This design comes from an exercise in tuning for small area, a short achievable clock period and few clock cycles on the open sky130 flow, not from production work.
Where RTL was checked, it was by simulation tests only, not by an equivalence proof against the original.
Only the layout flow was run in runs 1 and 3; the RTL was not checked for function there.
Power and IR drop assume default switching activity.

$ cat flow/flow/run.sh
#!/bin/bash
# layout flow: the standard flow, with timing repair asked for 7.3 ns of setup slack so
# that it keeps improving the achieved period beyond the 10 ns clock, and with plain
# buffers (rather than delay cells) on the ports
set -euo pipefail
bash standard.sh SETUP_SLACK_MARGIN=7.3 \
  "BUFFER_PORTS_ARGS=-buffer_cell sky130_fd_sc_hd__buf_2" finish > standard.log 2>&1
$ cat flow/standard.sh
#!/bin/bash
# synth_recipe.tcl (not shown) runs the flow's synth.tcl, then flattens the netlist and writes it again
# the make line also repeats each setting of config.mk as NAME=value (left out here)
make -C /OpenROAD-flow-scripts/flow DESIGN_CONFIG=/design/flow/config.mk WORK_HOME=/design/flow/orfs CLKGATE_MAP_FILE= SYNTH_SCRIPT=/design/flow/synth_recipe.tcl "${@:-finish}"
$ cat flow/config.mk
export PLATFORM = sky130hd
export DESIGN_NAME = accel_top
export DESIGN_NICKNAME = accel_top
export VERILOG_FILES = /design/flow/design.v
export SDC_FILE = /design/flow/constraint.sdc
export NUM_CORES = 4
export LEC_CHECK = 0
export CAP_MARGIN = 20
export CORE_MARGIN = 2
export CORE_UTILIZATION = 40
export CTS_BUF_LIST = sky130_fd_sc_hd__clkbuf_16
export CTS_CLUSTER_DIAMETER = 80
export CTS_CLUSTER_SIZE = 32
export PLACE_DENSITY = 0.6
export SLEW_MARGIN = 20
$ cat flow/constraint.sdc
create_clock -name core_clock -period 10.0 [get_ports {clk}]
set_input_delay 2.0000 -clock core_clock [delete_from_list [all_inputs] [get_ports {clk}]]
set_output_delay 2.0000 -clock core_clock [all_outputs]
set_load 0.01 [all_outputs]
$ cat flow/design.v
module pp_tree (
  input  logic [15:0] a,
  input  logic [15:0] b,
  output logic [57:0] t
);
  logic pp1;
  logic pp2;
  logic pp3;
  logic pp4;
  logic pp5;
  logic pp6;
  logic pp7;
  logic pp8;
  logic pp9;
  logic pp10;
  logic pp11;
  logic pp12;
  logic pp13;
  logic pp14;
  logic pp15;
  logic pp16;
  logic pp17;
  logic pp18;
  logic pp19;
  logic pp20;
  logic pp21;
  logic pp22;
  logic pp23;
  logic pp24;
  logic pp25;
  logic pp26;
  logic pp27;
  logic pp28;
  logic pp29;
  logic pp30;
  logic pp31;
  logic pp32;
  logic pp33;
  logic pp34;
  logic pp35;
  logic pp36;
  logic pp37;
  logic pp38;
  logic pp39;
  logic pp40;
  logic pp41;
  logic pp42;
  logic pp43;
  logic pp44;
  logic pp45;
  logic pp46;
  logic pp47;
  logic pp48;
  logic pp49;
  logic pp50;
  logic pp51;
  logic pp52;
  logic pp53;
  logic pp54;
  logic pp55;
  logic pp56;
  logic pp57;
  logic pp58;
  logic pp59;
  logic pp60;
  logic pp61;
  logic pp62;
  logic pp63;
  logic pp64;
  logic pp65;
  logic pp66;
  logic pp67;
  logic pp68;
  logic pp69;
  logic pp70;
  logic pp71;
  logic pp72;
  logic pp73;
  logic pp74;
  logic pp75;
  logic pp76;
  logic pp77;
  logic pp78;
  logic pp79;
  logic pp80;
  logic pp81;
  logic pp82;
  logic pp83;
  logic pp84;
  logic pp85;
  logic pp86;
  logic pp87;
  logic pp88;
  logic pp89;
  logic pp90;
  logic pp91;
  logic pp92;
  logic pp93;
  logic pp94;
  logic pp95;
  logic pp96;
  logic pp97;
  logic pp98;
  logic pp99;
  logic pp100;
  logic pp101;
  logic pp102;
  logic pp103;
  logic pp104;
  logic pp105;
  logic pp106;
  logic pp107;
  logic pp108;
  logic pp109;
  logic pp110;
  logic pp111;
  logic pp112;
  logic pp113;
  logic pp114;
  logic pp115;
  logic pp116;
  logic pp117;
  logic pp118;
  logic pp119;
  logic pp120;
  logic pp121;
  logic pp122;
  logic pp123;
  logic pp124;
  logic pp125;
  logic pp126;
  logic pp127;
  logic pp128;
  logic s129;
  logic c130;
  logic s131;
  logic c132;
  logic s133;
  logic c134;
  logic s135;
  logic c136;
  logic s137;
  logic c138;
  logic s139;
  logic c140;
  logic s141;
  logic c142;
  logic s143;
  logic c144;
  logic s145;
  logic c146;
  logic s147;
  logic c148;
  logic s149;
  logic c150;
  logic s151;
  logic c152;
  logic s153;
  logic c154;
  logic s155;
  logic c156;
  logic s157;
  logic c158;
  logic s159;
  logic c160;
  logic s161;
  logic c162;
  logic s163;
  logic c164;
  logic s165;
  logic c166;
  logic s167;
  logic c168;
  logic s169;
  logic c170;
  logic s171;
  logic c172;
  logic s173;
  logic c174;
  logic s175;
  logic c176;
  logic s177;
  logic c178;
  logic s179;
  logic c180;
  logic s181;
  logic c182;
  logic s183;
  logic c184;
  logic s185;
  logic c186;
  logic s187;
  logic c188;
  logic s189;
  logic c190;
  logic s191;
  logic c192;
  logic s193;
  logic c194;
  logic s195;
  logic c196;
  logic s197;
  logic c198;
  logic s199;
  logic c200;
  logic s201;
  logic c202;
  logic s203;
  logic c204;
  logic s205;
  logic c206;
  logic s207;
  logic c208;
  logic s209;
  logic c210;
  logic s211;
  logic c212;
  logic s213;
  logic c214;
  logic s215;
  logic c216;
  logic s217;
  logic c218;
  logic s219;
  logic c220;
  logic s221;
  logic c222;
  logic s223;
  logic c224;
  logic s225;
  logic c226;
  logic s227;
  logic c228;
  logic s229;
  logic c230;
  logic s231;
  logic c232;
  logic s233;
  logic c234;
  logic s235;
  logic c236;
  logic s237;
  logic c238;
  logic s239;
  logic c240;
  logic s241;
  logic c242;
  logic s243;
  logic c244;
  logic s245;
  logic c246;
  logic s247;
  logic c248;
  logic s249;
  logic c250;
  logic s251;
  logic c252;
  logic s253;
  logic c254;
  logic s255;
  logic c256;
  logic s257;
  logic c258;
  logic s259;
  logic c260;
  logic s261;
  logic c262;
  logic s263;
  logic c264;
  logic s265;
  logic c266;
  logic s267;
  logic c268;
  logic s269;
  logic c270;
  logic s271;
  logic c272;
  logic s273;
  logic c274;
  logic s275;
  logic c276;
  logic s277;
  logic c278;
  logic s279;
  logic c280;
  logic s281;
  logic c282;
  assign pp1 = a[0] & b[0];
  assign pp2 = a[0] & b[1];
  assign pp3 = a[0] & b[2];
  assign pp4 = a[0] & b[3];
  assign pp5 = a[0] & b[4];
  assign pp6 = a[0] & b[5];
  assign pp7 = a[0] & b[6];
  assign pp8 = a[0] & b[7];
  assign pp9 = a[1] & b[0];
  assign pp10 = a[1] & b[1];
  assign pp11 = a[1] & b[2];
  assign pp12 = a[1] & b[3];
  assign pp13 = a[1] & b[4];
  assign pp14 = a[1] & b[5];
  assign pp15 = a[1] & b[6];
  assign pp16 = a[1] & b[7];
  assign pp17 = a[2] & b[0];
  assign pp18 = a[2] & b[1];
  assign pp19 = a[2] & b[2];
  assign pp20 = a[2] & b[3];
  assign pp21 = a[2] & b[4];
  assign pp22 = a[2] & b[5];
  assign pp23 = a[2] & b[6];
  assign pp24 = a[2] & b[7];
  assign pp25 = a[3] & b[0];
  assign pp26 = a[3] & b[1];
  assign pp27 = a[3] & b[2];
  assign pp28 = a[3] & b[3];
  assign pp29 = a[3] & b[4];
  assign pp30 = a[3] & b[5];
  assign pp31 = a[3] & b[6];
  assign pp32 = a[3] & b[7];
  assign pp33 = a[4] & b[0];
  assign pp34 = a[4] & b[1];
  assign pp35 = a[4] & b[2];
  assign pp36 = a[4] & b[3];
  assign pp37 = a[4] & b[4];
  assign pp38 = a[4] & b[5];
  assign pp39 = a[4] & b[6];
  assign pp40 = a[4] & b[7];
  assign pp41 = a[5] & b[0];
  assign pp42 = a[5] & b[1];
  assign pp43 = a[5] & b[2];
  assign pp44 = a[5] & b[3];
  assign pp45 = a[5] & b[4];
  assign pp46 = a[5] & b[5];
  assign pp47 = a[5] & b[6];
  assign pp48 = a[5] & b[7];
  assign pp49 = a[6] & b[0];
  assign pp50 = a[6] & b[1];
  assign pp51 = a[6] & b[2];
  assign pp52 = a[6] & b[3];
  assign pp53 = a[6] & b[4];
  assign pp54 = a[6] & b[5];
  assign pp55 = a[6] & b[6];
  assign pp56 = a[6] & b[7];
  assign pp57 = a[7] & b[0];
  assign pp58 = a[7] & b[1];
  assign pp59 = a[7] & b[2];
  assign pp60 = a[7] & b[3];
  assign pp61 = a[7] & b[4];
  assign pp62 = a[7] & b[5];
  assign pp63 = a[7] & b[6];
  assign pp64 = a[7] & b[7];
  assign pp65 = a[8] & b[8];
  assign pp66 = a[8] & b[9];
  assign pp67 = a[8] & b[10];
  assign pp68 = a[8] & b[11];
  assign pp69 = a[8] & b[12];
  assign pp70 = a[8] & b[13];
  assign pp71 = a[8] & b[14];
  assign pp72 = a[8] & b[15];
  assign pp73 = a[9] & b[8];
  assign pp74 = a[9] & b[9];
  assign pp75 = a[9] & b[10];
  assign pp76 = a[9] & b[11];
  assign pp77 = a[9] & b[12];
  assign pp78 = a[9] & b[13];
  assign pp79 = a[9] & b[14];
  assign pp80 = a[9] & b[15];
  assign pp81 = a[10] & b[8];
  assign pp82 = a[10] & b[9];
  assign pp83 = a[10] & b[10];
  assign pp84 = a[10] & b[11];
  assign pp85 = a[10] & b[12];
  assign pp86 = a[10] & b[13];
  assign pp87 = a[10] & b[14];
  assign pp88 = a[10] & b[15];
  assign pp89 = a[11] & b[8];
  assign pp90 = a[11] & b[9];
  assign pp91 = a[11] & b[10];
  assign pp92 = a[11] & b[11];
  assign pp93 = a[11] & b[12];
  assign pp94 = a[11] & b[13];
  assign pp95 = a[11] & b[14];
  assign pp96 = a[11] & b[15];
  assign pp97 = a[12] & b[8];
  assign pp98 = a[12] & b[9];
  assign pp99 = a[12] & b[10];
  assign pp100 = a[12] & b[11];
  assign pp101 = a[12] & b[12];
  assign pp102 = a[12] & b[13];
  assign pp103 = a[12] & b[14];
  assign pp104 = a[12] & b[15];
  assign pp105 = a[13] & b[8];
  assign pp106 = a[13] & b[9];
  assign pp107 = a[13] & b[10];
  assign pp108 = a[13] & b[11];
  assign pp109 = a[13] & b[12];
  assign pp110 = a[13] & b[13];
  assign pp111 = a[13] & b[14];
  assign pp112 = a[13] & b[15];
  assign pp113 = a[14] & b[8];
  assign pp114 = a[14] & b[9];
  assign pp115 = a[14] & b[10];
  assign pp116 = a[14] & b[11];
  assign pp117 = a[14] & b[12];
  assign pp118 = a[14] & b[13];
  assign pp119 = a[14] & b[14];
  assign pp120 = a[14] & b[15];
  assign pp121 = a[15] & b[8];
  assign pp122 = a[15] & b[9];
  assign pp123 = a[15] & b[10];
  assign pp124 = a[15] & b[11];
  assign pp125 = a[15] & b[12];
  assign pp126 = a[15] & b[13];
  assign pp127 = a[15] & b[14];
  assign pp128 = a[15] & b[15];
  assign s129 = pp7 ^ pp14;
  assign c130 = pp7 & pp14;
  assign s131 = pp8 ^ pp15 ^ pp22;
  assign c132 = (pp8 & pp15) | (pp8 & pp22) | (pp15 & pp22);
  assign s133 = pp29 ^ pp36 ^ pp43;
  assign c134 = (pp29 & pp36) | (pp29 & pp43) | (pp36 & pp43);
  assign s135 = pp16 ^ pp23 ^ pp30;
  assign c136 = (pp16 & pp23) | (pp16 & pp30) | (pp23 & pp30);
  assign s137 = pp37 ^ pp44;
  assign c138 = pp37 & pp44;
  assign s139 = pp24 ^ pp31;
  assign c140 = pp24 & pp31;
  assign s141 = pp5 ^ pp12;
  assign c142 = pp5 & pp12;
  assign s143 = pp6 ^ pp13 ^ pp20;
  assign c144 = (pp6 & pp13) | (pp6 & pp20) | (pp13 & pp20);
  assign s145 = pp27 ^ pp34 ^ pp41;
  assign c146 = (pp27 & pp34) | (pp27 & pp41) | (pp34 & pp41);
  assign s147 = s129 ^ pp21 ^ pp28;
  assign c148 = (s129 & pp21) | (s129 & pp28) | (pp21 & pp28);
  assign s149 = pp35 ^ pp42 ^ pp49;
  assign c150 = (pp35 & pp42) | (pp35 & pp49) | (pp42 & pp49);
  assign s151 = pp71 ^ pp78 ^ pp85;
  assign c152 = (pp71 & pp78) | (pp71 & pp85) | (pp78 & pp85);
  assign s153 = s131 ^ s133 ^ pp50;
  assign c154 = (s131 & s133) | (s131 & pp50) | (s133 & pp50);
  assign s155 = pp57 ^ pp72 ^ pp79;
  assign c156 = (pp57 & pp72) | (pp57 & pp79) | (pp72 & pp79);
  assign s157 = pp86 ^ pp93 ^ pp100;
  assign c158 = (pp86 & pp93) | (pp86 & pp100) | (pp93 & pp100);
  assign s159 = pp107 ^ pp114;
  assign c160 = pp107 & pp114;
  assign s161 = s135 ^ s137 ^ pp51;
  assign c162 = (s135 & s137) | (s135 & pp51) | (s137 & pp51);
  assign s163 = pp58 ^ pp80 ^ pp87;
  assign c164 = (pp58 & pp80) | (pp58 & pp87) | (pp80 & pp87);
  assign s165 = pp94 ^ pp101 ^ pp108;
  assign c166 = (pp94 & pp101) | (pp94 & pp108) | (pp101 & pp108);
  assign s167 = pp115 ^ pp122 ^ c132;
  assign c168 = (pp115 & pp122) | (pp115 & c132) | (pp122 & c132);
  assign s169 = s139 ^ pp38 ^ pp45;
  assign c170 = (s139 & pp38) | (s139 & pp45) | (pp38 & pp45);
  assign s171 = pp52 ^ pp59 ^ pp88;
  assign c172 = (pp52 & pp59) | (pp52 & pp88) | (pp59 & pp88);
  assign s173 = pp95 ^ pp102 ^ pp109;
  assign c174 = (pp95 & pp102) | (pp95 & pp109) | (pp102 & pp109);
  assign s175 = pp116 ^ pp123 ^ c136;
  assign c176 = (pp116 & pp123) | (pp116 & c136) | (pp123 & c136);
  assign s177 = pp32 ^ pp39 ^ pp46;
  assign c178 = (pp32 & pp39) | (pp32 & pp46) | (pp39 & pp46);
  assign s179 = pp53 ^ pp60 ^ pp96;
  assign c180 = (pp53 & pp60) | (pp53 & pp96) | (pp60 & pp96);
  assign s181 = pp103 ^ pp110 ^ pp117;
  assign c182 = (pp103 & pp110) | (pp103 & pp117) | (pp110 & pp117);
  assign s183 = pp40 ^ pp47 ^ pp54;
  assign c184 = (pp40 & pp47) | (pp40 & pp54) | (pp47 & pp54);
  assign s185 = pp4 ^ pp11 ^ pp18;
  assign c186 = (pp4 & pp11) | (pp4 & pp18) | (pp11 & pp18);
  assign s187 = s141 ^ pp19 ^ pp26;
  assign c188 = (s141 & pp19) | (s141 & pp26) | (pp19 & pp26);
  assign s189 = pp33 ^ pp69 ^ pp76;
  assign c190 = (pp33 & pp69) | (pp33 & pp76) | (pp69 & pp76);
  assign s191 = s143 ^ s145 ^ pp70;
  assign c192 = (s143 & s145) | (s143 & pp70) | (s145 & pp70);
  assign s193 = pp77 ^ pp84 ^ pp91;
  assign c194 = (pp77 & pp84) | (pp77 & pp91) | (pp84 & pp91);
  assign s195 = pp98 ^ pp105;
  assign c196 = pp98 & pp105;
  assign s197 = s147 ^ s149 ^ s151;
  assign c198 = (s147 & s149) | (s147 & s151) | (s149 & s151);
  assign s199 = pp92 ^ pp99 ^ pp106;
  assign c200 = (pp92 & pp99) | (pp92 & pp106) | (pp99 & pp106);
  assign s201 = pp113 ^ c144 ^ c146;
  assign c202 = (pp113 & c144) | (pp113 & c146) | (c144 & c146);
  assign s203 = s153 ^ s155 ^ s157;
  assign c204 = (s153 & s155) | (s153 & s157) | (s155 & s157);
  assign s205 = s159 ^ pp121 ^ c130;
  assign c206 = (s159 & pp121) | (s159 & c130) | (pp121 & c130);
  assign s207 = c148 ^ c150 ^ c152;
  assign c208 = (c148 & c150) | (c148 & c152) | (c150 & c152);
  assign s209 = s161 ^ s163 ^ s165;
  assign c210 = (s161 & s163) | (s161 & s165) | (s163 & s165);
  assign s211 = s167 ^ c134 ^ c154;
  assign c212 = (s167 & c134) | (s167 & c154) | (c134 & c154);
  assign s213 = c156 ^ c158 ^ c160;
  assign c214 = (c156 & c158) | (c156 & c160) | (c158 & c160);
  assign s215 = s169 ^ s171 ^ s173;
  assign c216 = (s169 & s171) | (s169 & s173) | (s171 & s173);
  assign s217 = s175 ^ c138 ^ c162;
  assign c218 = (s175 & c138) | (s175 & c162) | (c138 & c162);
  assign s219 = c164 ^ c166 ^ c168;
  assign c220 = (c164 & c166) | (c164 & c168) | (c166 & c168);
  assign s221 = s177 ^ s179 ^ s181;
  assign c222 = (s177 & s179) | (s177 & s181) | (s179 & s181);
  assign s223 = pp124 ^ c140 ^ c170;
  assign c224 = (pp124 & c140) | (pp124 & c170) | (c140 & c170);
  assign s225 = c172 ^ c174 ^ c176;
  assign c226 = (c172 & c174) | (c172 & c176) | (c174 & c176);
  assign s227 = s183 ^ pp61 ^ pp104;
  assign c228 = (s183 & pp61) | (s183 & pp104) | (pp61 & pp104);
  assign s229 = pp111 ^ pp118 ^ pp125;
  assign c230 = (pp111 & pp118) | (pp111 & pp125) | (pp118 & pp125);
  assign s231 = c178 ^ c180 ^ c182;
  assign c232 = (c178 & c180) | (c178 & c182) | (c180 & c182);
  assign s233 = pp48 ^ pp55 ^ pp62;
  assign c234 = (pp48 & pp55) | (pp48 & pp62) | (pp55 & pp62);
  assign s235 = pp112 ^ pp119 ^ pp126;
  assign c236 = (pp112 & pp119) | (pp112 & pp126) | (pp119 & pp126);
  assign s237 = pp3 ^ pp10 ^ pp17;
  assign c238 = (pp3 & pp10) | (pp3 & pp17) | (pp10 & pp17);
  assign s239 = s185 ^ pp25 ^ pp68;
  assign c240 = (s185 & pp25) | (s185 & pp68) | (pp25 & pp68);
  assign s241 = pp75 ^ pp82;
  assign c242 = pp75 & pp82;
  assign s243 = s187 ^ s189 ^ pp83;
  assign c244 = (s187 & s189) | (s187 & pp83) | (s189 & pp83);
  assign s245 = pp90 ^ pp97 ^ c186;
  assign c246 = (pp90 & pp97) | (pp90 & c186) | (pp97 & c186);
  assign s247 = s191 ^ s193 ^ s195;
  assign c248 = (s191 & s193) | (s191 & s195) | (s193 & s195);
  assign s249 = c142 ^ c188 ^ c190;
  assign c250 = (c142 & c188) | (c142 & c190) | (c188 & c190);
  assign s251 = s197 ^ s199 ^ s201;
  assign c252 = (s197 & s199) | (s197 & s201) | (s199 & s201);
  assign s253 = c192 ^ c194 ^ c196;
  assign c254 = (c192 & c194) | (c192 & c196) | (c194 & c196);
  assign s255 = s203 ^ s205 ^ s207;
  assign c256 = (s203 & s205) | (s203 & s207) | (s205 & s207);
  assign s257 = c198 ^ c200 ^ c202;
  assign c258 = (c198 & c200) | (c198 & c202) | (c200 & c202);
  assign s259 = s209 ^ s211 ^ s213;
  assign c260 = (s209 & s211) | (s209 & s213) | (s211 & s213);
  assign s261 = c204 ^ c206 ^ c208;
  assign c262 = (c204 & c206) | (c204 & c208) | (c206 & c208);
  assign s263 = s215 ^ s217 ^ s219;
  assign c264 = (s215 & s217) | (s215 & s219) | (s217 & s219);
  assign s265 = c210 ^ c212 ^ c214;
  assign c266 = (c210 & c212) | (c210 & c214) | (c212 & c214);
  assign s267 = s221 ^ s223 ^ s225;
  assign c268 = (s221 & s223) | (s221 & s225) | (s223 & s225);
  assign s269 = c216 ^ c218 ^ c220;
  assign c270 = (c216 & c218) | (c216 & c220) | (c218 & c220);
  assign s271 = s227 ^ s229 ^ s231;
  assign c272 = (s227 & s229) | (s227 & s231) | (s229 & s231);
  assign s273 = c222 ^ c224 ^ c226;
  assign c274 = (c222 & c224) | (c222 & c226) | (c224 & c226);
  assign s275 = s233 ^ s235 ^ c184;
  assign c276 = (s233 & s235) | (s233 & c184) | (s235 & c184);
  assign s277 = c228 ^ c230 ^ c232;
  assign c278 = (c228 & c230) | (c228 & c232) | (c230 & c232);
  assign s279 = pp56 ^ pp63 ^ pp120;
  assign c280 = (pp56 & pp63) | (pp56 & pp120) | (pp63 & pp120);
  assign s281 = pp127 ^ c234 ^ c236;
  assign c282 = (pp127 & c234) | (pp127 & c236) | (c234 & c236);
  assign t[0] = pp1;   
  assign t[1] = pp65;   
  assign t[2] = pp2;   
  assign t[3] = pp9;   
  assign t[4] = pp66;   
  assign t[5] = pp73;   
  assign t[6] = s237;   
  assign t[7] = pp67;   
  assign t[8] = pp74;   
  assign t[9] = pp81;   
  assign t[10] = s239;   
  assign t[11] = s241;   
  assign t[12] = pp89;   
  assign t[13] = c238;   
  assign t[14] = s243;   
  assign t[15] = s245;   
  assign t[16] = c240;   
  assign t[17] = c242;   
  assign t[18] = s247;   
  assign t[19] = s249;   
  assign t[20] = c244;   
  assign t[21] = c246;   
  assign t[22] = s251;   
  assign t[23] = s253;   
  assign t[24] = c248;   
  assign t[25] = c250;   
  assign t[26] = s255;   
  assign t[27] = s257;   
  assign t[28] = c252;   
  assign t[29] = c254;   
  assign t[30] = s259;   
  assign t[31] = s261;   
  assign t[32] = c256;   
  assign t[33] = c258;   
  assign t[34] = s263;   
  assign t[35] = s265;   
  assign t[36] = c260;   
  assign t[37] = c262;   
  assign t[38] = s267;   
  assign t[39] = s269;   
  assign t[40] = c264;   
  assign t[41] = c266;   
  assign t[42] = s271;   
  assign t[43] = s273;   
  assign t[44] = c268;   
  assign t[45] = c270;   
  assign t[46] = s275;   
  assign t[47] = s277;   
  assign t[48] = c272;   
  assign t[49] = c274;   
  assign t[50] = s279;   
  assign t[51] = s281;   
  assign t[52] = c276;   
  assign t[53] = c278;   
  assign t[54] = pp64;   
  assign t[55] = pp128;   
  assign t[56] = c280;   
  assign t[57] = c282;   
endmodule
module acc_tree (
  input  logic [57:0] t,
  input  logic [17:0] x,
  input  logic [17:0] y,
  output logic [17:0] u,
  output logic [17:0] v
);
  logic s1;
  logic c2;
  logic s3;
  logic c4;
  logic s5;
  logic c6;
  logic s7;
  logic c8;
  logic s9;
  logic c10;
  logic s11;
  logic c12;
  logic s13;
  logic c14;
  logic s15;
  logic c16;
  logic s17;
  logic c18;
  logic s19;
  logic c20;
  logic s21;
  logic c22;
  logic s23;
  logic c24;
  logic s25;
  logic c26;
  logic s27;
  logic c28;
  logic s29;
  logic c30;
  logic s31;
  logic c32;
  logic s33;
  logic c34;
  logic s35;
  logic c36;
  logic s37;
  logic c38;
  logic s39;
  logic c40;
  logic s41;
  logic c42;
  logic s43;
  logic c44;
  logic s45;
  logic c46;
  logic s47;
  logic c48;
  logic s49;
  logic c50;
  logic s51;
  logic c52;
  logic s53;
  logic c54;
  logic s55;
  logic c56;
  logic s57;
  logic c58;
  logic s59;
  logic c60;
  logic s61;
  logic c62;
  logic s63;
  logic c64;
  logic s65;
  logic c66;
  logic s67;
  logic c68;
  logic s69;
  logic c70;
  logic s71;
  logic c72;
  logic s73;
  logic c74;
  logic s75;
  logic c76;
  logic s77;
  logic c78;
  logic s79;
  logic c80;
  logic s81;
  logic c82;
  logic s83;
  logic c84;
  logic s85;
  logic c86;
  logic s87;
  logic c88;
  logic s89;
  logic c90;
  logic s91;
  logic c92;
  logic s93;
  logic c94;
  logic s95;
  logic c96;
  logic s97;
  logic c98;
  logic s99;
  logic c100;
  logic s101;
  logic c102;
  logic s103;
  logic c104;
  logic s105;
  logic c106;
  logic s107;
  logic c108;
  logic s109;
  logic c110;
  logic s111;
  logic c112;
  logic s113;
  logic c114;
  logic s115;
  logic c116;
  logic s117;
  logic c118;
  logic s119;
  logic c120;
  logic s121;
  logic c122;
  assign s1 = t[2] ^ t[3] ^ t[4];
  assign c2 = (t[2] & t[3]) | (t[2] & t[4]) | (t[3] & t[4]);
  assign s3 = t[6] ^ t[7] ^ t[8];
  assign c4 = (t[6] & t[7]) | (t[6] & t[8]) | (t[7] & t[8]);
  assign s5 = t[9] ^ x[2];
  assign c6 = t[9] & x[2];
  assign s7 = t[10] ^ t[11] ^ t[12];
  assign c8 = (t[10] & t[11]) | (t[10] & t[12]) | (t[11] & t[12]);
  assign s9 = t[13] ^ x[3] ^ y[3];
  assign c10 = (t[13] & x[3]) | (t[13] & y[3]) | (x[3] & y[3]);
  assign s11 = t[14] ^ t[15] ^ t[16];
  assign c12 = (t[14] & t[15]) | (t[14] & t[16]) | (t[15] & t[16]);
  assign s13 = t[17] ^ x[4] ^ y[4];
  assign c14 = (t[17] & x[4]) | (t[17] & y[4]) | (x[4] & y[4]);
  assign s15 = t[18] ^ t[19] ^ t[20];
  assign c16 = (t[18] & t[19]) | (t[18] & t[20]) | (t[19] & t[20]);
  assign s17 = t[21] ^ x[5] ^ y[5];
  assign c18 = (t[21] & x[5]) | (t[21] & y[5]) | (x[5] & y[5]);
  assign s19 = t[22] ^ t[23] ^ t[24];
  assign c20 = (t[22] & t[23]) | (t[22] & t[24]) | (t[23] & t[24]);
  assign s21 = t[25] ^ x[6] ^ y[6];
  assign c22 = (t[25] & x[6]) | (t[25] & y[6]) | (x[6] & y[6]);
  assign s23 = t[26] ^ t[27] ^ t[28];
  assign c24 = (t[26] & t[27]) | (t[26] & t[28]) | (t[27] & t[28]);
  assign s25 = t[29] ^ x[7] ^ y[7];
  assign c26 = (t[29] & x[7]) | (t[29] & y[7]) | (x[7] & y[7]);
  assign s27 = t[30] ^ t[31] ^ t[32];
  assign c28 = (t[30] & t[31]) | (t[30] & t[32]) | (t[31] & t[32]);
  assign s29 = t[33] ^ x[8] ^ y[8];
  assign c30 = (t[33] & x[8]) | (t[33] & y[8]) | (x[8] & y[8]);
  assign s31 = t[34] ^ t[35] ^ t[36];
  assign c32 = (t[34] & t[35]) | (t[34] & t[36]) | (t[35] & t[36]);
  assign s33 = t[37] ^ x[9] ^ y[9];
  assign c34 = (t[37] & x[9]) | (t[37] & y[9]) | (x[9] & y[9]);
  assign s35 = t[38] ^ t[39] ^ t[40];
  assign c36 = (t[38] & t[39]) | (t[38] & t[40]) | (t[39] & t[40]);
  assign s37 = t[41] ^ x[10] ^ y[10];
  assign c38 = (t[41] & x[10]) | (t[41] & y[10]) | (x[10] & y[10]);
  assign s39 = t[42] ^ t[43] ^ t[44];
  assign c40 = (t[42] & t[43]) | (t[42] & t[44]) | (t[43] & t[44]);
  assign s41 = t[45] ^ x[11] ^ y[11];
  assign c42 = (t[45] & x[11]) | (t[45] & y[11]) | (x[11] & y[11]);
  assign s43 = t[46] ^ t[47] ^ t[48];
  assign c44 = (t[46] & t[47]) | (t[46] & t[48]) | (t[47] & t[48]);
  assign s45 = t[49] ^ x[12] ^ y[12];
  assign c46 = (t[49] & x[12]) | (t[49] & y[12]) | (x[12] & y[12]);
  assign s47 = t[50] ^ t[51] ^ t[52];
  assign c48 = (t[50] & t[51]) | (t[50] & t[52]) | (t[51] & t[52]);
  assign s49 = t[53] ^ x[13] ^ y[13];
  assign c50 = (t[53] & x[13]) | (t[53] & y[13]) | (x[13] & y[13]);
  assign s51 = t[54] ^ t[55] ^ t[56];
  assign c52 = (t[54] & t[55]) | (t[54] & t[56]) | (t[55] & t[56]);
  assign s53 = t[57] ^ x[14] ^ y[14];
  assign c54 = (t[57] & x[14]) | (t[57] & y[14]) | (x[14] & y[14]);
  assign s55 = t[0] ^ t[1];
  assign c56 = t[0] & t[1];
  assign s57 = s1 ^ t[5] ^ x[1];
  assign c58 = (s1 & t[5]) | (s1 & x[1]) | (t[5] & x[1]);
  assign s59 = s3 ^ s5 ^ y[2];
  assign c60 = (s3 & s5) | (s3 & y[2]) | (s5 & y[2]);
  assign s61 = s7 ^ s9 ^ c4;
  assign c62 = (s7 & s9) | (s7 & c4) | (s9 & c4);
  assign s63 = s11 ^ s13 ^ c8;
  assign c64 = (s11 & s13) | (s11 & c8) | (s13 & c8);
  assign s65 = s15 ^ s17 ^ c12;
  assign c66 = (s15 & s17) | (s15 & c12) | (s17 & c12);
  assign s67 = s19 ^ s21 ^ c16;
  assign c68 = (s19 & s21) | (s19 & c16) | (s21 & c16);
  assign s69 = s23 ^ s25 ^ c20;
  assign c70 = (s23 & s25) | (s23 & c20) | (s25 & c20);
  assign s71 = s27 ^ s29 ^ c24;
  assign c72 = (s27 & s29) | (s27 & c24) | (s29 & c24);
  assign s73 = s31 ^ s33 ^ c28;
  assign c74 = (s31 & s33) | (s31 & c28) | (s33 & c28);
  assign s75 = s35 ^ s37 ^ c32;
  assign c76 = (s35 & s37) | (s35 & c32) | (s37 & c32);
  assign s77 = s39 ^ s41 ^ c36;
  assign c78 = (s39 & s41) | (s39 & c36) | (s41 & c36);
  assign s79 = s43 ^ s45 ^ c40;
  assign c80 = (s43 & s45) | (s43 & c40) | (s45 & c40);
  assign s81 = s47 ^ s49 ^ c44;
  assign c82 = (s47 & s49) | (s47 & c44) | (s49 & c44);
  assign s83 = s51 ^ s53 ^ c48;
  assign c84 = (s51 & s53) | (s51 & c48) | (s53 & c48);
  assign s85 = x[15] ^ y[15] ^ c52;
  assign c86 = (x[15] & y[15]) | (x[15] & c52) | (y[15] & c52);
  assign s87 = s55 ^ x[0];
  assign c88 = s55 & x[0];
  assign s89 = s57 ^ y[1] ^ c56;
  assign c90 = (s57 & y[1]) | (s57 & c56) | (y[1] & c56);
  assign s91 = s59 ^ c2 ^ c58;
  assign c92 = (s59 & c2) | (s59 & c58) | (c2 & c58);
  assign s93 = s61 ^ c6 ^ c60;
  assign c94 = (s61 & c6) | (s61 & c60) | (c6 & c60);
  assign s95 = s63 ^ c10 ^ c62;
  assign c96 = (s63 & c10) | (s63 & c62) | (c10 & c62);
  assign s97 = s65 ^ c14 ^ c64;
  assign c98 = (s65 & c14) | (s65 & c64) | (c14 & c64);
  assign s99 = s67 ^ c18 ^ c66;
  assign c100 = (s67 & c18) | (s67 & c66) | (c18 & c66);
  assign s101 = s69 ^ c22 ^ c68;
  assign c102 = (s69 & c22) | (s69 & c68) | (c22 & c68);
  assign s103 = s71 ^ c26 ^ c70;
  assign c104 = (s71 & c26) | (s71 & c70) | (c26 & c70);
  assign s105 = s73 ^ c30 ^ c72;
  assign c106 = (s73 & c30) | (s73 & c72) | (c30 & c72);
  assign s107 = s75 ^ c34 ^ c74;
  assign c108 = (s75 & c34) | (s75 & c74) | (c34 & c74);
  assign s109 = s77 ^ c38 ^ c76;
  assign c110 = (s77 & c38) | (s77 & c76) | (c38 & c76);
  assign s111 = s79 ^ c42 ^ c78;
  assign c112 = (s79 & c42) | (s79 & c78) | (c42 & c78);
  assign s113 = s81 ^ c46 ^ c80;
  assign c114 = (s81 & c46) | (s81 & c80) | (c46 & c80);
  assign s115 = s83 ^ c50 ^ c82;
  assign c116 = (s83 & c50) | (s83 & c82) | (c50 & c82);
  assign s117 = s85 ^ c54 ^ c84;
  assign c118 = (s85 & c54) | (s85 & c84) | (c54 & c84);
  assign s119 = x[16] ^ y[16] ^ c86;
  assign c120 = (x[16] & y[16]) | (x[16] & c86) | (y[16] & c86);
  assign s121 = x[17] ^ y[17];
  assign c122 = x[17] & y[17];
  assign u[0] = s87;
  assign u[1] = s89;
  assign u[2] = s91;
  assign u[3] = s93;
  assign u[4] = s95;
  assign u[5] = s97;
  assign u[6] = s99;
  assign u[7] = s101;
  assign u[8] = s103;
  assign u[9] = s105;
  assign u[10] = s107;
  assign u[11] = s109;
  assign u[12] = s111;
  assign u[13] = s113;
  assign u[14] = s115;
  assign u[15] = s117;
  assign u[16] = s119;
  assign u[17] = s121;
  assign v[0] = y[0];
  assign v[1] = c88;
  assign v[2] = c90;
  assign v[3] = c92;
  assign v[4] = c94;
  assign v[5] = c96;
  assign v[6] = c98;
  assign v[7] = c100;
  assign v[8] = c102;
  assign v[9] = c104;
  assign v[10] = c106;
  assign v[11] = c108;
  assign v[12] = c110;
  assign v[13] = c112;
  assign v[14] = c114;
  assign v[15] = c116;
  assign v[16] = c118;
  assign v[17] = c120;
endmodule
module accel_top #(
  parameter int ARRAY_N = 4
) (
  input  logic        clk,
  input  logic        arst_n,
  input  logic        psel,
  input  logic        penable,
  input  logic        pwrite,
  input  logic [11:0] paddr,
  input  logic [31:0] pwdata,
  output logic [31:0] prdata,
  output logic        pready,
  output logic        pslverr,
  output logic        interrupt,
  output logic        busy
);
  localparam int CELLS  = ARRAY_N * ARRAY_N;
  localparam int T_BITS = 58;
  logic       setup;
  logic       in_buf;
  logic       hit_ctrl, hit_status, hit_a, hit_b;
  logic       ro_bits;
  logic       dec_err;
  logic [3:0] pidx;
  logic       rd_c, rd_status, rd_ctrl, rd_other;
  assign setup      = psel && !penable;
  assign in_buf     = (paddr[1:0] == 2'b00) && (paddr[7:6] == 2'b00);
  assign hit_ctrl   = (paddr == 12'h000);
  assign hit_status = (paddr == 12'h004);
  assign hit_a      = in_buf && (paddr[11:8] == 4'h1);
  assign hit_b      = in_buf && (paddr[11:8] == 4'h2);
  assign ro_bits    = |{pwdata[31:2], pwdata[0]};
  assign pidx       = paddr[5:2];
  always_comb begin
    if (pwrite) begin
      dec_err = !(hit_ctrl || hit_status || hit_a || hit_b) || (hit_status && ro_bits) ||
                ((hit_a || hit_b) && busy);
    end else begin
      dec_err = !(hit_ctrl || hit_status || hit_a || hit_b || (in_buf && paddr[11:8] == 4'h3));
    end
  end
  assign rd_c      = psel && !penable && !pwrite && (paddr[11:8] == 4'h3) &&
                     (paddr[7:6] == 2'b00) && (paddr[1:0] == 2'b00);
  assign rd_status = setup && !pwrite && hit_status;
  assign rd_ctrl   = setup && !pwrite && hit_ctrl;
  assign rd_other  = setup && !pwrite && !rd_c;
  logic       wr_a_q, wr_b_q, wr_ctrl_q, start_q, clr_q, err_q;
  logic [3:0] idx_q;
  logic       start;
  logic       cvalid;
  logic       irq_en, irq_en_n;
  logic       done, done_n;
  logic       interrupt_q;
  assign start    = start_q && !busy;
  assign irq_en_n = wr_ctrl_q ? pwdata[1] : irq_en;
  assign done_n   = busy || (done && !clr_q);
  always_ff @(posedge clk or negedge arst_n) begin
    if (!arst_n) begin
      wr_a_q      <= 1'b0;
      wr_b_q      <= 1'b0;
      wr_ctrl_q   <= 1'b0;
      start_q     <= 1'b0;
      clr_q       <= 1'b0;
      err_q       <= 1'b0;
      idx_q       <= '0;
      busy        <= 1'b0;
      done        <= 1'b0;
      irq_en      <= 1'b0;
      interrupt_q <= 1'b0;
      cvalid      <= 1'b0;
    end else begin
      wr_a_q      <= setup && pwrite && hit_a && !busy;
      wr_b_q      <= setup && pwrite && hit_b && !busy;
      wr_ctrl_q   <= setup && pwrite && hit_ctrl;
      start_q     <= setup && pwrite && hit_ctrl && pwdata[0];
      clr_q       <= setup && pwrite && hit_status && !ro_bits && pwdata[1];
      err_q       <= setup && dec_err;
      if (setup) begin
        idx_q <= pidx;
      end
      busy        <= start;
      done        <= done_n;
      irq_en      <= irq_en_n;
      interrupt_q <= done_n && irq_en_n;
      if (start) begin
        cvalid <= 1'b1;
      end
    end
  end
  assign interrupt = interrupt_q;
  logic [7:0] a_buf [CELLS];
  logic [7:0] b_buf [CELLS];
  logic [7:0] a_run [CELLS];
  logic [7:0] b_run [CELLS];
  always_ff @(posedge clk or negedge arst_n) begin
    if (!arst_n) begin
      for (int n = 0; n < CELLS; n++) begin
        a_buf[n] <= '0;
        b_buf[n] <= '0;
      end
    end else begin
      for (int n = 0; n < CELLS; n++) begin
        if (wr_a_q && idx_q == 4'(n)) a_buf[n] <= pwdata[7:0];
        if (wr_b_q && idx_q == 4'(n)) b_buf[n] <= pwdata[7:0];
      end
    end
  end
  always_ff @(posedge clk) begin
    if (start) begin
      for (int n = 0; n < CELLS; n++) begin
        a_run[n] <= a_buf[n];
        b_run[n] <= b_buf[n];
      end
    end
  end
  logic [3:0]  e_idx;             
  logic        e_ph;              
  logic        e_go;              
  logic [3:0]  base;              
  logic [3:0]  op_idx, t_idx, acc_idx, res_idx;
  logic        op_ph, t_ph, acc_ph;
  logic        op_v, t_v, acc_v, res_v;
  logic [15:0] a_sel, b_sel;
  logic [15:0] op_a, op_b;
  logic [T_BITS-1:0] t_d, t_q;
  logic [17:0] acc_x, acc_y, acc_u, acc_v_row;
  logic [17:0] acc_xin, acc_yin;
  logic [17:0] sum;
  logic [23:0] rdata_q;
  logic        acc_done;
  logic        in_flight;
  logic        c_first;           
  logic        c_pend, c_hit, c_pend_n, c_hit_n, pready_q;
  logic        res_v_n;
  logic [3:0]  res_idx_n;
  logic [3:0]  e_off;
  for (genvar l = 0; l < 2; l++) begin : g_sel
    assign a_sel[l*8 +: 8] = a_run[e_idx[3:2] * ARRAY_N + 2 * e_ph + l];
    assign b_sel[l*8 +: 8] = b_run[(2 * e_ph + l) * ARRAY_N + e_idx[1:0]];
  end
  pp_tree  u_pp  (.a(op_a), .b(op_b), .t(t_d));
  acc_tree u_acc (.t(t_q), .x(acc_xin), .y(acc_yin), .u(acc_u), .v(acc_v_row));
  assign acc_xin = t_ph ? acc_x : 18'd0;
  assign acc_yin = t_ph ? acc_y : 18'd0;
  assign sum     = acc_x + acc_y;
  always_ff @(posedge clk) begin
    op_a  <= a_sel;
    op_b  <= b_sel;
    t_q   <= t_d;
    acc_x <= acc_u;
    acc_y <= acc_v_row;
  end
  assign acc_done = acc_v && acc_ph;
  assign e_off = e_idx - base;
  assign e_go  = e_ph || (e_off < 4'd3);
  assign in_flight = (res_v && res_idx == idx_q) || (e_go && e_idx == idx_q) ||
                     (op_v && op_ph && op_idx == idx_q) || (t_v && t_ph && t_idx == idx_q) ||
                     (acc_v && acc_ph && acc_idx == idx_q);
  always_ff @(posedge clk or negedge arst_n) begin
    if (!arst_n) begin
      e_idx   <= '0;
      e_ph    <= 1'b0;
      base    <= '0;
      op_idx  <= '0;
      t_idx   <= '0;
      acc_idx <= '0;
      op_ph   <= 1'b0;
      t_ph    <= 1'b0;
      acc_ph  <= 1'b0;
      op_v    <= 1'b0;
      t_v     <= 1'b0;
      acc_v   <= 1'b0;
    end else begin
      op_idx  <= e_idx;
      op_ph   <= e_ph;
      t_idx   <= op_idx;
      t_ph    <= op_ph;
      acc_idx <= t_idx;
      acc_ph  <= t_ph;
      op_v    <= e_go && !start;
      t_v     <= op_v && !start;
      acc_v   <= t_v && !start;
      if (start) begin
        e_idx <= '0;
        e_ph  <= 1'b0;
        base  <= '0;
      end else if (c_first && !in_flight) begin
        e_idx <= idx_q;
        e_ph  <= 1'b0;
        base  <= idx_q;
      end else begin
        if (c_first) begin
          base <= idx_q + 4'd1;
        end
        if (e_go) begin
          e_ph <= !e_ph;
          if (e_ph) begin
            e_idx <= e_idx + 4'd1;
          end
        end
      end
    end
  end
  assign c_pend_n  = rd_c || (c_pend && !c_hit);
  assign res_v_n   = !start && !rd_other && (acc_done || res_v);
  assign res_idx_n = acc_done ? acc_idx : res_idx;
  assign c_hit_n   = (acc_done || res_v) &&
                     ((rd_c && res_idx_n == pidx) || (c_pend && !c_hit && res_idx_n == idx_q));
  always_ff @(posedge clk or negedge arst_n) begin
    if (!arst_n) begin
      res_v    <= 1'b0;
      res_idx  <= '0;
      c_first  <= 1'b0;
      c_pend   <= 1'b0;
      c_hit    <= 1'b0;
      pready_q <= 1'b0;
    end else begin
      res_v    <= res_v_n;
      res_idx  <= res_idx_n;
      c_first  <= rd_c;
      c_pend   <= c_pend_n;
      c_hit    <= c_hit_n;
      pready_q <= !c_pend_n || c_hit_n;
    end
  end
  always_ff @(posedge clk) begin
    if (rd_other) begin
      rdata_q <= {22'd0, (rd_status && done_n) || (rd_ctrl && irq_en_n), rd_status && start};
    end else if (acc_done) begin
      rdata_q <= cvalid ? {6'd0, sum} : 24'd0;
    end
  end
  assign pready  = pready_q;
  assign pslverr = err_q;
  assign prdata  = {8'd0, rdata_q};
endmodule
==> results of run 1 <==
[power by group]
group	leakage, uW	total (uW)	switching, uW	internal, uW
Combinational	0.00555	2950	1700	1250
Sequential	0.00715	3710	328	3390
Clock	0.000535	1590	952	636
Total	0.0132	8250	2980	5270
[per-layer routing]
| layer | track usage, % | vias to the layer above | wire [um] |
|---|---|---|---|
| met3 | 2.88 | 76 | 3340 |
| met4 | 4.12 | 0 | 1400 |
| met2 | 28.3 | 343 | 31400 |
| li1 | - | 7327 | - |
| met1 | 23.4 | 8645 | 28600 |
| met5 | 0 | - | 0 |
[registers in the layout, summed over array words and instances (netlist names), 16 cells and up]
| signal | flops |
|---|---|
| a_buf | 128 |
| a_run | 128 |
| b_buf | 128 |
| b_run | 128 |
| t_q | 58 |
| acc_x | 18 |
| prdata | 18 |
| acc_y | 17 |
| op_a | 16 |
| op_b | 16 |
[repair_timing]
| item | CTS | global route |
|---|---|---|
| pin swaps | 29 | 17 |
| hold buffers | 0 | 0 |
| setup endpoints to repair | 593 | 450 |
| resized for setup | 133 | 67 |
| gates cloned | 1 | 0 |
| setup buffers | 25 | 16 |
[cell usage after synthesis (all sizes together) (9+ instances only)]
cell type,instances
dfrtp,307
mux2,276
edfxtp,258
dfxtp,141
and2,140
fa,129
nand2,94
inv,91
clkbuf,55
o21ai,51
nand3,50
nor2,49
a21oi,42
buf,41
ha,37
a22oi,34
mux2i,27
xnor2,25
xor2,20
a221oi,17
nor3,13
a22o,12
a222oi,11
nor4,11
nand4,10
a21o,9
[cells in the final DEF (no fill, tap or decap), types with 40 or more instances in the layout]
cell type  count
mux2_2       276
dfxtp_1      113
and2_1       133
fa_1         126
buf_2         51
edfxtp_1     258
inv_1         87
nand2_1       83
a21oi_1       40
dfrtp_1      303
[area by class of cell]
type | count | share of cell area, %
diodes | 1 | 0.00754
clock buffers | 31 | 2.34
clock inverters | 27 | 0.830
inverters | 92 | 1.14
multi-input cells | 1158 | 33.6
flip-flops and latches | 706 | 55.2
well taps | 959 | 3.62
repair buffers | 131 | 3.26
[kinds of logic (layout without fill, tap and decap cells)]
family          Yosys count  in the layout
buf+inv                 188            281
other cells               1             15
mux                     306            306
flops                   706            706
compound gates          234            234
xor+xnor                 45             45
fa+ha+maj               166            166
simple gates            393            393
[final timing paths]
check	from	to	cells after the start
worst max-delay path	busy	busy	1
worst min register to register	op_idx[0]	t_idx[0]	0
min in group asynchronous	arst_n	b_buf[12][5]	1
worst max register to register	op_b[2]	t_q[26]	7
max in group asynchronous	arst_n	a_buf[9][0]	2
worst min-delay path	op_idx[0]	t_idx[0]	0
[stage by stage]
stage	hold slack, ns	utilization (%)	power, uW	area, um^2
floorplan	0.354	-	5630	29800
global placement	0.368	42.3	6520	31000
detailed placement	0.361	42.3	6620	31000
CTS	0.387	44.7	8280	32800
global route	0.397	45.2	8930	33200
finish	0.386	45.2	8250	33200
==> results.cfg, run 1 <==
[synth]
ys_warn_count = 5
synth_cells = 2039
synth_area_leaders = edfxtp_1 26%, dfrtp_1 26%, mux2_2 10%
netlist.area_leader.share_pct = 26.0
synth.avg_cell_area_um2 = 14.6
synth_cell_type_count = 74
synth_edf_count = 258
synth_compound_area_share_pct = 5.61
synth_top_cell_by_area = edfxtp_1
synth_simple_gate_area_share_pct = 7.11
synth_area_mm2 = 0.0297
synthAdderAreaFrac_pct = 10.2
synth_ff_type = dfrtp_1
ys_async_sr_fraction_pct = 43.5
synth-seq-cells = 706
synth_xor_area_share_pct = 1.33
synth-seq-area-share_pct = 61.4
synth_top_family_by_area = multiplexers
muxShareOfSynthArea_pct = 11.6

[clock_network]
clk_latency_ns = 0.65
htreeDepth = 1
cts_buffer_depth = 3
tritoncts = done
cts-root-buf = clkbuf_16
cts_made_buffers = 31
clock_sinks = 706
clk_pin_slew_ns = 0.11

[layout]
nNetsFinal = 2335
syn_to_final_growth_pct = 11.5
regArea_mm2 = 0.0183
multiInputGateArea_mm2 = 0.0111
stdcell_count = 3105
n_fill_cell = 6519
drive_gt1_share_pct = 28.1

[floorplan]
die_h_um = 277
die-area_mm2 = 0.0766
ios = 85
die_w_um = 277
core_area_mm2 = 0.0733
initial_core_util_pct = 40.6
rows = 99

[hold_path]
hp-class = reg -> reg

[routing]
wire_per_inst_um = 20.9
drtIter0Drc = 1152
drt_pass1_iterations = 6
routed_wirelength_um = 64800
antenna_left = 0
vias_per_cell = 5.28
vias = 16391
route.detailed.drc = 0

[power_and_ir_drop]
power.static_leakage_uw = 0.0132
powerDensity_mw_per_mm2 = 249
ir_drop_mv = 0.133

[sta]
rsz0062_at_grt = yes
tns_ns = 0
finalSetupViolCount = 0
worstMarginPinSlew_ns = 0.858
fin_ws_ns = 6.84
skew_ns = 0.0491
fin_crit_ns = 3.16
hold_viol = 0
maxSlewHeadroom_pct = 42.2
period_share_pct = 31.6
max_freq_mhz = 317
slew_violations = 0

[critical_path]
r2r_setup_slack_ns = 7.22
cp-end-kind = primary output
crit_chain = buf_2
required_ns = 8.00
cp_top_family = flip-flops
crit_buf_inv = 1
cp-start-kind = flop
arrival_ns = 1.16
cpMaxStageDelayCell = dfrtp_1
cpPeakStageDelay_ns = 0.39
worst-path-max-fanout = 2
critical_path_class = reg -> out

[grt]
grtUsageTotal_pct = 17.0
grt_pass1_vias = 17291
grt_pass1_wl_um = 102000
gr-total-overflow = 0
grt_max_degree = 189
grt_antenna_before_repair = 2

[place]
io_buffers = 70
post-place-ws_ns = 6.02
place_hpwl_um = 41700
dpl.cell_count = 3004
gp_congestion = 0.846

[status]
status = finished clean

[flow_run]
cap_violations = 0
==> run 2, diff against run 1 <==
--- a/flow/design.v
+++ b/flow/design.v
@@ -1072,4 +1072,4 @@
   assign in_flight = (res_v && res_idx == idx_q) || (e_go && e_idx == idx_q) ||
-                     (op_v && op_ph && op_idx == idx_q) || (t_v && t_ph && t_idx == idx_q) ||
-                     (acc_v && acc_ph && acc_idx == idx_q);
+                     (op_v && op_idx == idx_q) || (t_v && t_idx == idx_q) ||
+                     (acc_v && acc_idx == idx_q);
   always_ff @(posedge clk or negedge arst_n) begin
@@ -1131,3 +1131,3 @@
       c_hit    <= 1'b0;
-      pready_q <= 1'b0;
+      pready_q <= 1'b1;
     end else begin
==> flow/flow/run.sh (replaced) <==
#!/bin/bash
# layout flow: the standard flow, with timing repair asked for 6.6 ns of setup slack so
# that it keeps improving the achieved period beyond the 10 ns clock, and with plain
# buffers (rather than delay cells) on the ports
set -euo pipefail
bash standard.sh SETUP_SLACK_MARGIN=6.6 \
  "BUFFER_PORTS_ARGS=-buffer_cell sky130_fd_sc_hd__buf_2" finish > standard.log 2>&1
==> run 2 against run 1 <==
  * Still clean
  * Flip-flop and latch count did not move
  * Global-route usage fell by 0.64 points
  * Non-clock buffer count fell by 43
  * Utilization fell by 1.6 points
  * Maximum frequency fell by 3.9%
  * Combinational power fell by 6%
  * First-iteration DRC count fell by 6.1%
  * Synthesized cell count fell by 2.3%
  * Wire length fell by 3.5%
  * Total power fell by 2.9%
==> results.cfg, run 2 <==
[grt]
grt_antenna_before_repair = 1
grt_busiest_layer = met2
grt_max_degree = 110
grt_pass1_vias = 16641
gr-total-overflow = 0
grt_util_met1_pct = 22.6
grtUsageTotal_pct = 16.4
grt_pass1_wl_um = 98000
grt_util_met3_pct = 1.75
met2_usage_pct = 28.4

[synth]
synth_ff_type = dfrtp_1
synth_cell_type_count = 68
synth_top_cell_by_area = edfxtp_1
synth_area_mm2 = 0.0296
ys_async_sr_fraction_pct = 43.5
netlist.area_leader.share_pct = 26.1
synth.most_common_cell = dfrtp_1
synth-seq-cells = 706
ys_warn_count = 5
synth_cells = 1992
synth_area_leaders = edfxtp_1 26%, dfrtp_1 26%, mux2_2 10%
ys_top_cells_by_count = 306 x dfrtp_1, 276 x mux2_2, 258 x edfxtp_1
synth_edf_count = 258
synth-seq-area-share_pct = 61.6
synth.avg_cell_area_um2 = 14.9

[clock_network]
clk_latency_ns = 0.66
htreeDepth = 1
tritoncts = done
ctsHoldBuffers = 0
cts_made_buffers = 30
clock_sinks = 706
clk_pin_slew_ns = 0.12
cts-root-buf = clkbuf_16
cts_buffer_depth = 3

[sta]
slew_violations = 0
tns_ns = 0
period_share_pct = 32.9
maxSlewHeadroom_pct = 32.0
skew_ns = 0.0453
holdWs_ns = 0.357
max_freq_mhz = 304
hold_viol = 0
worstMarginPinSlew_ns = 1.02
finalSetupViolCount = 0
fin_crit_ns = 3.29
rsz0062_at_grt = no

[routing]
route.detailed.drc = 0
routed_wirelength_um = 62500
antenna_left = 0
drt_pass1_iterations = 5
wire_per_inst_um = 20.8
drtIter0Drc = 1082
vias = 15681
vias_per_cell = 5.21

[layout]
drive_gt1_share_pct = 22.8
syn_to_final_growth_pct = 7.88
nNetsFinal = 2243
stdcell_count = 3011
final_common_cell = dfrtp_1
layout_common_cells = 303 x dfrtp_1, 276 x mux2_2, 258 x edfxtp_1, 141 x dfxtp_1, 139 x and2_1
n_fill_cell = 6507
utilization_pct = 43.7

[power_and_ir_drop]
power_uw = 8020
switching_power_uw = 2870
ir_drop_mv = 0.151
power.static_leakage_uw = 0.0129
seqPwrFrac_pct = 46.4
p_int_uw = 5140
pwr-share-comb_pct = 34.4
powerDensity_mw_per_mm2 = 251
power.share.switching_pct = 35.9
clkPwrFrac_pct = 19.2

[floorplan]
initial_core_util_pct = 40.5
core_area_mm2 = 0.0732
die-area_mm2 = 0.0763
die_h_um = 276
die_w_um = 276
rows = 99
ios = 85

[critical_path]
cp_top_family = flip-flops
crit_chain = buf_2
cp-end-kind = primary output
critPathLaunch = pready_q
r2r_start = busy
cp-start-kind = flop
arrival_ns = 1.29
cpPeakStageDelay_ns = 0.54
crit_buf_inv = 1
required_ns = 8.00
critical_path_class = reg -> out
cpMaxStageDelayCell = dfstp_2
worst-path-max-fanout = 1

[place]
dpl.cell_count = 2953
gp_congestion = 0.808
io_buffers = 70
place_hpwl_um = 40800

[hold_path]
hold_start = op_ph
hp-class = reg -> reg

[flow_run]
cap_violations = 0

[status]
status = finished clean
-- run 2: per-stage QoR --
step           setup slack, ns  area (um^2)
6_report                  6.71        32000
5_1_grt                   6.62        32000
4_1_cts                   6.68        31900
3_5_place_dp              5.89        30900
3_3_place_gp              5.95        30900
2_1_floorplan             6.42        29700
-- run 2: power by group through the flow --
stage                     Clock, uW  Sequential, uW  Combinational [uW]
after floorplan                   0            3630                2000
after global placement            0            3780                2710
after detailed placement          0            3790                2790
after CTS                      1590            3720                2810
after global routing           1680            3770                3190
final                          1540            3720                2760
-- run 2: final cells by class --
class / count / area [um^2] / area share (%)
Clock inverter: 25 / 228 / 0.712
Antenna cell: 1 / 2.50 / 0.00782
Timing Repair Buffer: 88 / 524 / 1.64
Clock buffer: 30 / 751 / 2.35
Sequential cell: 706 / 18300 / 57.1
Multi-Input combinational cell: 1109 / 10700 / 33.3
Tap cell: 959 / 1200 / 3.75
Inverter: 93 / 357 / 1.11
-- run 2: per-layer routing --
| layer | routed length (um) | vias up |
|---|---|---|
| met4 | 1070 | 0 |
| li1 | - | 7072 |
| met2 | 31100 | 289 |
| met5 | 0 | - |
| met3 | 2260 | 67 |
| met1 | 28100 | 8253 |
-- run 2: cell families (layout without fill, tap and decap cells) --
| group | after synthesis | after routing | synth area share (%) |
|---|---|---|---|
| DFF | 706 | 706 | 61.6 |
| AOI/OAI and AO/OA | 200 | 200 | 4.91 |
| adders and majority gates | 166 | 166 | 10.3 |
| buffers and inverters | 190 | 236 | 2.68 |
| muxes | 307 | 307 | 12.2 |
| and+or+nand+nor | 372 | 372 | 6.86 |
| xor gates and xnor gates | 50 | 50 | 1.48 |
| other | 1 | 15 | 0.0126 |
-- run 2: final timing paths --
check | endpoint | slack [ns] | depth (start not counted)
min | t_ph | 0.36 | 0
max reg2reg | prdata[0] | 6.91 | 5
max in group asynchronous | e_ph | 7.02 | 2
min reg2reg | t_ph | 0.36 | 0
max | pready | 6.71 | 1
min in group asynchronous | b_buf[11][2] | 1.33 | 1
-- run 2: timing repair --
item                                    in CTS  in global routing
resized for setup                            0                  1
endpoints found under the hold margin        0                  0
setup buffers                                1                  1
endpoints found under the setup margin      13                  4
pin swaps                                    1                  0
-- run 2: worst register-to-register path: cells and delay by family (launching register included) --
| family | cells | cell delay, ns |
|---|---|---|
| AOI/OAI and AO/OA | 1 | 0.16 |
| and+or+nand+nor | 2 | 0.73 |
| buffers and inverters | 2 | 1.61 |
| DFF | 1 | 0.45 |
Testbench counts of run 2, summed over its fixed seeds: cycles 6,656.
==> run 3, diff against run 2 <==
--- a/flow/design.v
+++ b/flow/design.v
@@ -934,3 +934,5 @@
   localparam int T_BITS = 58;
-  logic       setup;
+  logic       setup;             
+  logic       sweep;             
+  logic [2:0] scnt;
   logic       in_buf;
@@ -941,3 +943,3 @@
   logic       rd_c, rd_status, rd_ctrl, rd_other;
-  assign setup      = psel && !penable;
+  assign setup      = psel && (sweep ? (scnt == 3'd7) : !penable);
   assign in_buf     = (paddr[1:0] == 2'b00) && (paddr[7:6] == 2'b00);
@@ -957,3 +959,3 @@
   end
-  assign rd_c      = psel && !penable && !pwrite && (paddr[11:8] == 4'h3) &&
+  assign rd_c      = setup && !pwrite && (paddr[11:8] == 4'h3) &&
                      (paddr[7:6] == 2'b00) && (paddr[1:0] == 2'b00);
@@ -1012,10 +1014,18 @@
     if (!arst_n) begin
-      for (int n = 0; n < CELLS; n++) begin
-        a_buf[n] <= '0;
-        b_buf[n] <= '0;
+      sweep <= 1'b1;
+      scnt  <= '0;
+    end else if (sweep) begin
+      scnt <= scnt + 3'd1;
+      if (scnt == 3'd7) begin
+        sweep <= 1'b0;
       end
-    end else begin
-      for (int n = 0; n < CELLS; n++) begin
-        if (wr_a_q && idx_q == 4'(n)) a_buf[n] <= pwdata[7:0];
-        if (wr_b_q && idx_q == 4'(n)) b_buf[n] <= pwdata[7:0];
+    end
+  end
+  always_ff @(posedge clk) begin
+    for (int n = 0; n < CELLS; n++) begin
+      if (sweep ? (scnt == 3'(n)) : (wr_a_q && idx_q == 4'(n))) begin
+        a_buf[n] <= sweep ? 8'd0 : pwdata[7:0];
+      end
+      if (sweep ? (scnt == 3'(n)) : (wr_b_q && idx_q == 4'(n))) begin
+        b_buf[n] <= sweep ? 8'd0 : pwdata[7:0];
       end
@@ -1072,4 +1082,4 @@
   assign in_flight = (res_v && res_idx == idx_q) || (e_go && e_idx == idx_q) ||
-                     (op_v && op_idx == idx_q) || (t_v && t_idx == idx_q) ||
-                     (acc_v && acc_idx == idx_q);
+                     (op_v && op_ph && op_idx == idx_q) || (t_v && t_ph && t_idx == idx_q) ||
+                     (acc_v && acc_ph && acc_idx == idx_q);
   always_ff @(posedge clk or negedge arst_n) begin
@@ -1131,3 +1141,3 @@
       c_hit    <= 1'b0;
-      pready_q <= 1'b1;
+      pready_q <= 1'b0;
     end else begin
@@ -1138,3 +1148,3 @@
       c_hit    <= c_hit_n;
-      pready_q <= !c_pend_n || c_hit_n;
+      pready_q <= !(sweep && scnt != 3'd7) && (!c_pend_n || c_hit_n);
     end
==> run 3 against run 2 <==
  * Critical endpoint is now prdata[13]
  * Utilization rose by 0.76 points
  * Flip-flop and latch count rose by 4
  * Sequential share of layout area grew 5.9 points
  * Total power is 11% higher
  * Still clean on timing, DRC and antenna
  * Final area down 2.5%
  * Largest power group unchanged
  * Clock-buffer cell count rose by 1
  * Die area is 4.0% lower
==> results.cfg, run 3 <==
[floorplan]
core_area_mm2 = 0.0701
die_h_um = 271
initial_core_util_pct = 40.5
die-area_mm2 = 0.0732
rows = 97
ios = 85
die_w_um = 271

[routing]
routed_wirelength_um = 60400
vias = 14863
vias_per_cell = 5.20
route.detailed.drc = 0
drtIter0Drc = 1411
antenna_left = 0
wire_per_inst_um = 21.1
drt_pass1_iterations = 7

[critical_path]
cp-endpoint = prdata[13]
r2r_setup_slack_ns = 6.81
cp-start-kind = input port
worstSetupPathDepth = 7
worst-path-max-fanout = 13
critPathLaunch = paddr[1]
required_ns = 10.56
rr_worst_depth = 7
cpMaxStageDelayCell = or4_4
cp_top_family = simple AND/OR/NAND/NOR gates
crit_chain = buf_2 -> or4_4 -> nor4_4 -> o21a_2 -> nand2_1 -> a311o_1 -> o211ai_1
crit_buf_inv = 1
critical_path_class = in -> reg
cpPeakStageDelay_ns = 0.56
rr_endpoint = op_a[0]
r2r_start = e_idx[2]
cp-end-kind = flop
arrival_ns = 3.90

[synth]
ys_warn_count = 5
synth_top_family_by_area = adder cells
synth-seq-cells = 710
synth_area_leaders = edfxtp_1 54%, dfxtp_1 9.9%, fa_1 9.1%
synth_cells = 1805
synthAdderAreaFrac_pct = 11.0
synth.avg_cell_area_um2 = 15.8
synth_top_cell_by_area = edfxtp_1
synth_edf_count = 514
ys_async_sr_fraction_pct = 7.75
synth_xor_area_share_pct = 1.14
synth-seq-area-share_pct = 69.1
synth.most_common_cell = edfxtp_1
synth_simple_gate_area_share_pct = 7.75
synth_compound_area_share_pct = 6.75
synth_cell_type_count = 81
ys_top_cells_by_count = 514 x edfxtp_1, 141 x dfxtp_1, 140 x and2_1
synth_area_mm2 = 0.0284
muxShareOfSynthArea_pct = 1.81
netlist.area_leader.share_pct = 54.3
synth_ff_type = edfxtp_1

[layout]
final_common_cell = edfxtp_1
syn_to_final_growth_pct = 9.67
postLayoutCellArea_mm2 = 0.0312
nNetsFinal = 2115
antennaDiodeCount = 0
layout_common_cells = 514 x edfxtp_1, 141 x dfxtp_1, 140 x and2_1, 129 x fa_1, 107 x inv_1
drive_gt1_share_pct = 11.8
stdcell_count = 2859

[sta]
rsz0062_at_grt = yes
slew_violations = 0
worstMarginPinSlew_ns = 1.11
fin_crit_ns = 3.34
max_freq_mhz = 300
maxSlewHeadroom_pct = 25.2
finalSetupViolCount = 0
skew_ns = 0.0558
tns_ns = 0
fin_ws_ns = 6.66
hold_viol = 0
period_share_pct = 33.4

[place]
place_area_mm2 = 0.0300
dpl.cell_count = 2795
place_hpwl_um = 39600
gp_congestion = 0.835
io_buffers = 70
post-place-ws_ns = 5.68

[clock_network]
clock_sinks = 710
cts_buffer_depth = 3
cts_made_buffers = 31
clk_latency_ns = 0.67
clk_pin_slew_ns = 0.12
ctsHoldBuffers = 0
cts-root-buf = clkbuf_16
tritoncts = done
htreeDepth = 1

[grt]
gr-total-overflow = 0
grt_antenna_before_repair = 2
grtUsageTotal_pct = 16.5
grt_pass1_vias = 15590
grt_max_degree = 180
grt_pass1_wl_um = 93300

[status]
status = finished clean

[power_and_ir_drop]
ir_drop_mv = 0.203
power.static_leakage_uw = 0.0114
powerDensity_mw_per_mm2 = 285

[flow_run]
cap_violations = 0

[hold_path]
hp-class = reg -> reg
run 3: cell count changes in the layout (fill, tap and decap cells not counted), sizes merged, moves of 8 or more:
cell and delta:
mux2 -252, a22o -9, dfrtp -252, o21ai +42, a221oi +11, nor3 +11
o31ai +8, and3 +8, buf +22, edfxtp +256, mux4 -10
run 3: metal layers:
layer	GRT usage, %	part of all wire [%]
met2	28.2	49
met4	3.93	2.5
met5	0	0.022
met1	22.0	43
met3	2.64	5.3
run 3: worst min-delay path by stage:
stage	from	endpoint	depth (start not counted)
floorplan	e_idx[3]	op_idx[3]	0
global placement	t_idx[0]	acc_idx[0]	0
detailed placement	t_idx[0]	acc_idx[0]	0
CTS	t_idx[0]	acc_idx[0]	0
global route	t_idx[0]	acc_idx[0]	0
finish	t_idx[0]	acc_idx[0]	0
run 3: stage by stage:
stage | hold slack [ns] | utilization [%] | power [uW]
6_report | 0.373 | 44.4 | 8890
5_1_grt | 0.386 | 44.4 | 9600
4_1_cts | 0.377 | 44.3 | 9010
3_5_place_dp | 0.364 | 42.7 | 7400
3_3_place_gp | 0.362 | 42.7 | 7310
2_1_floorplan | 0.349 | - | 6240
run 3: what timing repair did:
action                     CTS  global route
setup buffers                0             4
gates resized for setup      2             2
setup endpoints to repair   18             7
cloned                       0             0
pin swaps                    0             1
run 3: kinds of logic after synthesis:
group                      count (synthesis)
xor gates and xnor gates                  37
buffers and inverters                    167
AOI/OAI and AO/OA                        276
adders and majority gates                172
other                                      1
and+or+nand+nor                          401
muxes                                     41
DFF                                      710
run 3: cell type report:
| class | count | area [um^2] |
|---|---|---|
| clock buffer | 31 | 776 |
| multi-input combinational | 941 | 8200 |
| tap | 940 | 1180 |
| sequential | 710 | 19600 |
| timing repair buffer | 110 | 687 |
| fill | 6214 | 39000 |
| clock inverter | 27 | 319 |
| inverter | 100 | 388 |
run 3: power by group:
group | internal [uW] | total (uW) | leakage, uW | switching (uW)
Clock | 645 | 1620 | 0.000557 | 974
Combinational | 1440 | 3390 | 0.00430 | 1950
Sequential | 3510 | 3880 | 0.00649 | 364

separate check: timing with driven ports:
Ports are ideal in the flow. The routed layouts listed here were re-timed in OpenROAD. Step 1, drivers: a clkbuf_16 drives clk and a buf_2 each remaining input, both assumed. Step 2 moves the port delays by t, midway between the first and last clock arrival at a register: inputs arrive t later, outputs are due t later. That takes back most of the time a late clock gives input paths. a / b / c = ideal / step 1 / step 2; a / b = the first two.
run | shift t [ns] | setup slack, ns | hold slack, ns | worst setup path after step 2 | worst register clock-pin slew, ns
run 1 | 0.690 | 6.843 / 6.781 / 6.238 | 0.386 / 0.386 / 0.386 | input to register | 0.12 / 0.12
run 2 | 0.693 | 6.714 / 6.657 / 6.140 | 0.357 / 0.357 / 0.357 | input to register | 0.12 / 0.12
run 3 | 0.704 | 6.665 / 6.656 / 5.993 | 0.373 / 0.373 / 0.373 | input to register | 0.12 / 0.12
After both steps setup and hold are still met in every run listed. The setup slack of run 3, which loses most, moves by -0.009 ns with the drivers and by -0.672 ns with both steps.
